Background: an optimization exercise with open tools, aiming at small area, a short achievable clock period and few clock cycles. Do not read the settings as production practice. Function was checked by simulation only, so behaviour that the tests miss may differ from the original. No activity file was given, so power comes from the tool's default toggle rates.

run 1:
==> flow/design.v (excerpt) <==
module sorted_word_table_binary_search_top #(
  parameter int TABLE_DEPTH = swt_pkg::TABLE_DEPTH_DEF,
  parameter int WORD_CHARS  = swt_pkg::WORD_CHARS_DEF
) (
  input  logic                              clk,
  input  logic                              rst_n,
  input  logic                              in_tvalid,
  output logic                              in_tready,
  input  logic                              in_tuser,    
  input  logic [swt_pkg::IN_TDATA_W-1:0]    in_tdata,    
  output logic                              out_tvalid,
  input  logic                              out_tready,
  output logic [swt_pkg::OUT_TDATA_W-1:0]   out_tdata,   
  input  logic                              cfg_valid,
  output logic                              cfg_ready,
  input  logic [swt_pkg::COUNT_W-1:0]       cfg_data
);
Size in the first run: about 4,300 cells after synthesis, ~94 I/O pins, roughly 0.059 mm^2 of cells after synthesis.
clock: 5.0 ns
lec_check: 0
cap_margin: 20
core_margin: 2
core_utilization: 60
place_density: 0.7
setup_slack_margin: 2.6
slew_margin: 20
tns_end_percent: 100
run.sh (not shown) runs the stock make flow with config.mk's settings and CLKGATE_MAP_FILE= SYNTH_SCRIPT=/design/flow/synth_recipe.tcl, a recipe that flattens the netlist after the stock synthesis.
Run 1 finished every step from synthesis to the final layout, and the layout passed the timing, DRC and antenna checks.
Testbench counts of run 1, summed over its fixed seeds: cycles 2,080.
The inputs of run 2 differ from those of run 1 as listed below.
Settings: PLACE_DENSITY no longer set, was 0.7; CORE_UTILIZATION now 40, was 60.
Findings:
Run 2 closes out successfully: all stages finished, all timing, DRC and antenna checks passed. Area occupied by multi-input gates (run 2 over run 1): increase, 0.44%. Taking run 1 as the reference point, the core utilization of run 2 falls by 23 points. Higher post-layout worst setup margin was reported by run 2, not run 1. Against run 1 as the reference, run 2 delivers a higher clock tree cell share of total cell area.
Edits applied to the flow inputs when going from run 2 to run 3:
Settings: SETUP_SLACK_MARGIN: 2.6 -> 2.3; CTS_CLUSTER_DIAMETER: unset -> 100; CTS_CLUSTER_SIZE: unset -> 25.
[summary]
The area added between synthesis and finish in run 3 was lower than what run 2 gave.
sky130_fd_sc_hd__nor4_1 as the master of the slowest instance on the critical path was reported by run 3, and sky130_fd_sc_hd__nor4_4 by run 2.
Run 3 did not stop at any stage, and its layout met the timing, DRC and antenna checks.
Required time of the critical path is lower on run 3
The run with more setup slack is run 2; run 3 has less.
Multiplexer share of the synthesized area: run 2 vs run 3 identical
Run 3 — power share of the combinational group 1.4 points higher, run 2 as reference
Run 3 ended up with a higher share of cell area taken by flip-flops and latches than run 2 did.
Sort run 3 and run 2 by core utilization, descending, and run 2 comes first.
Input changes introduced in run 4 (baseline for comparison: run 3):
Settings: SETUP_SLACK_MARGIN now 3.0, was 2.3; CTS_CLUSTER_SIZE now 30, was 25.
Notes after the runs:
Run 4 vs run 3, sequential share of layout area went down by 3.9 points. Fraction of power consumed by combinational cells (lower): run 3. The met3 wire length reported for run 4 is smaller than that of run 3 by 1500 um. As of run 4, half-perimeter wire length after placement had fallen by a few percent compared to run 3. Of run 4 and run 3, it is run 4 that has the higher utilization after layout. Relative to run 3, the actual transition at the worst max-transition pin of run 4 is lower by 0.39 ns. Run 3 reports its master of the slowest instance on the critical path as sky130_fd_sc_hd__nor4_1 while run 4 reports sky130_fd_sc_hd__dfxtp_2. Comparing run 3 and run 4, the lower worst hold margin is on run 4. Across run 3 and run 4, none had a timing, DRC or antenna violation. Shortest period the worst path allows: run 4 vs run 3 down 0.28 ns. Against run 3, run 4 reports a global-route usage that is higher.

* * *

sorted_word_table_binary_search_top, a different RTL version from the one above (not shown whole).
For scale: ~61000 um^2 of cells after synthesis.
## sorted_word_table_binary_search_top
module sorted_word_table_binary_search_top #(
  parameter int TABLE_DEPTH = swt_pkg::TABLE_DEPTH_DEF,
  parameter int WORD_CHARS  = swt_pkg::WORD_CHARS_DEF
) (
  input  logic                              clk,
  input  logic                              rst_n,
  input  logic                              in_tvalid,
  output logic                              in_tready,
  input  logic                              in_tuser,    
  input  logic [swt_pkg::IN_TDATA_W-1:0]    in_tdata,    
  output logic                              out_tvalid,
  input  logic                              out_tready,
  output logic [swt_pkg::OUT_TDATA_W-1:0]   out_tdata,   
  input  logic                              cfg_valid,
  output logic                              cfg_ready,
  input  logic [swt_pkg::COUNT_W-1:0]       cfg_data
);
clock: 5.0 ns
lec_check: 0
cap_margin: 20
core_margin: 2
core_utilization: 40
cts_cluster_diameter: 100
cts_cluster_size: 25
gpl_routability_driven: 0
setup_slack_margin: 2.9
slew_margin: 20
tns_end_percent: 100
Testbench counts at the start, summed over its fixed seeds: cycles 2,080.
Change:
Settings changed: CORE_UTILIZATION 40 to 55, GPL_ROUTABILITY_DRIVEN 0 to default, PLACE_DENSITY from default to 0.7.
Outcome: Final cell count decreases by 7.0%. Setup slack gets better by 70 ps. Total power decreases by 1.6%. Sequential share of layout area increases by 0.58 points. Global-route usage increases by 8.1 points. Routed wire length decreases by 4.5%. Non-clock buffer count decreases by 23. Via count barely changes.
Change:
Settings changed: CORE_UTILIZATION 55 to 40, PLACE_DENSITY 0.7 to default, SETUP_SLACK_MARGIN 2.9 to 3.0.
What happened: Design area went up by 4.0%. Combinational power went up by 4.6%. Cell count went up by 8.6%. Routed wire length went up by 5.9%. Register-to-register slack degrades by 80 ps. Via count went up by 0.47%.

* * *

Another version of the RTL of sorted_word_table_binary_search_top (not shown whole).
Size in the first run: ~94 I/O pins, ~61,000 um2 of cells after synthesis.
==> flow/config.mk <==
export PLATFORM = sky130hd
export DESIGN_NAME = sorted_word_table_binary_search_top
export DESIGN_NICKNAME = sorted_word_table_binary_search_top
export VERILOG_FILES = /design/flow/design.v
export SDC_FILE = /design/flow/constraint.sdc
export NUM_CORES = 4
export LEC_CHECK = 0
export CAP_MARGIN = 20
export CORE_MARGIN = 2
export CORE_UTILIZATION = 40
export CTS_CLUSTER_DIAMETER = 100
export CTS_CLUSTER_SIZE = 25
export SETUP_SLACK_MARGIN = 2.6
export SLEW_MARGIN = 20
export TNS_END_PERCENT = 100
==> flow/constraint.sdc <==
create_clock -name core_clock -period 5.0 [get_ports {clk}]
set_input_delay 1.0000 -clock core_clock [delete_from_list [all_inputs] [get_ports {clk}]]
set_output_delay 1.0000 -clock core_clock [all_outputs]
set_load 0.01 [all_outputs]
The starting point completed with no timing, DRC or antenna violations.
Testbench counts at the start, summed over its fixed seeds: cycles 2,080.
Next try:
SETUP_SLACK_MARGIN = 2.8   (was 2.6)
What happened: Non-clock buffer count climbs by 135. Wire length climbs by 5.8%. Setup slack improves by 0.052 ns. Clock power hardly moves. Hold slack degrades by 0.0079 ns. Maximum frequency climbs by 2.2%. Sequential power stays flat. Sequential share of layout area drops by 1.3 points.

* * *

sorted_word_table_binary_search_top with an RTL version that a note above also has.
For scale: about 6300 cells after synthesis, roughly 94 I/O pins, ~61000 µm² of cells after synthesis.
clock: 5.0 ns
lec_check: 0
cap_margin: 20
core_margin: 2
core_utilization: 40
cts_cluster_diameter: 60
cts_cluster_size: 20
setup_slack_margin: 2.9
slew_margin: 20
tns_end_percent: 100
The first run passed the timing, DRC and antenna checks.
Testbench counts at the start, summed over its fixed seeds: cycles 2,080.
==> next run, changes <==
--- a/flow/config.mk
+++ b/flow/config.mk
@@ -10,5 +10,5 @@
 export CORE_UTILIZATION = 40
-export CTS_CLUSTER_DIAMETER = 60
-export CTS_CLUSTER_SIZE = 20
-export SETUP_SLACK_MARGIN = 2.9
+export CTS_CLUSTER_DIAMETER = 100
+export CTS_CLUSTER_SIZE = 25
+export SETUP_SLACK_MARGIN = 2.85
 export SLEW_MARGIN = 20
Via count drops by about 1.5%.
Sequential share of layout area rose by 1.7 points.
Clock-buffer cell count is lower by 59.
Setup slack is worse by 20 ps.
Power came out lower by 14%.
Routed wire length decreases by about 2%.

## afterwards: timing with drivers on the ports
Ports are ideal in the flow. The routed layouts listed here were re-timed in OpenROAD.
Step 1 assumes that a clkbuf_16 drives the clock port and a buf_2 every other input.
Step 2, shift: input delay + t, output delay - t, t = (earliest + latest rising clock arrival at the registers) / 2. This alone moves slack from input paths to output paths.
Slacks: no drivers / after step 1 / after step 2; pairs: no drivers / after step 1.
| run | t (ns) | setup WS [ns] | worst setup path after step 2 |
|---|---|---|---|
| run 1 | 0.797 | 2.498 / 2.498 / 1.869 | input to register |
| run 2 | 0.837 | 2.534 / 2.534 / 1.899 | input to register |
| run 3 | 0.770 | 2.333 / 2.278 / 1.729 | input to register |
| run 4 | 0.782 | 2.612 / 2.612 / 2.255 | input to register |
| the first run of note 2 | 0.800 | 2.753 / 2.672 / 2.188 | input to register |
| the second run of note 2 | 0.796 | 2.822 / 2.750 / 2.137 | input to register |
| the third run of note 2 | 0.787 | 2.753 / 2.706 / 2.236 | input to register |
| the first run of note 3 | 0.809 | 2.593 / 2.574 / 1.969 | input to register |
| the second run of note 3 | 0.816 | 2.645 / 2.643 / 2.121 | input to register |
| the first run of note 4 | 0.833 | 2.769 / 2.691 / 2.170 | input to register |
| the second run of note 4 | 0.779 | 2.749 / 2.723 / 2.160 | input to register |
After both steps every run listed still meets setup and hold. For the second run of note 2, which loses most, drivers alone change the setup slack by -0.072 ns; drivers and shift together by -0.685 ns.
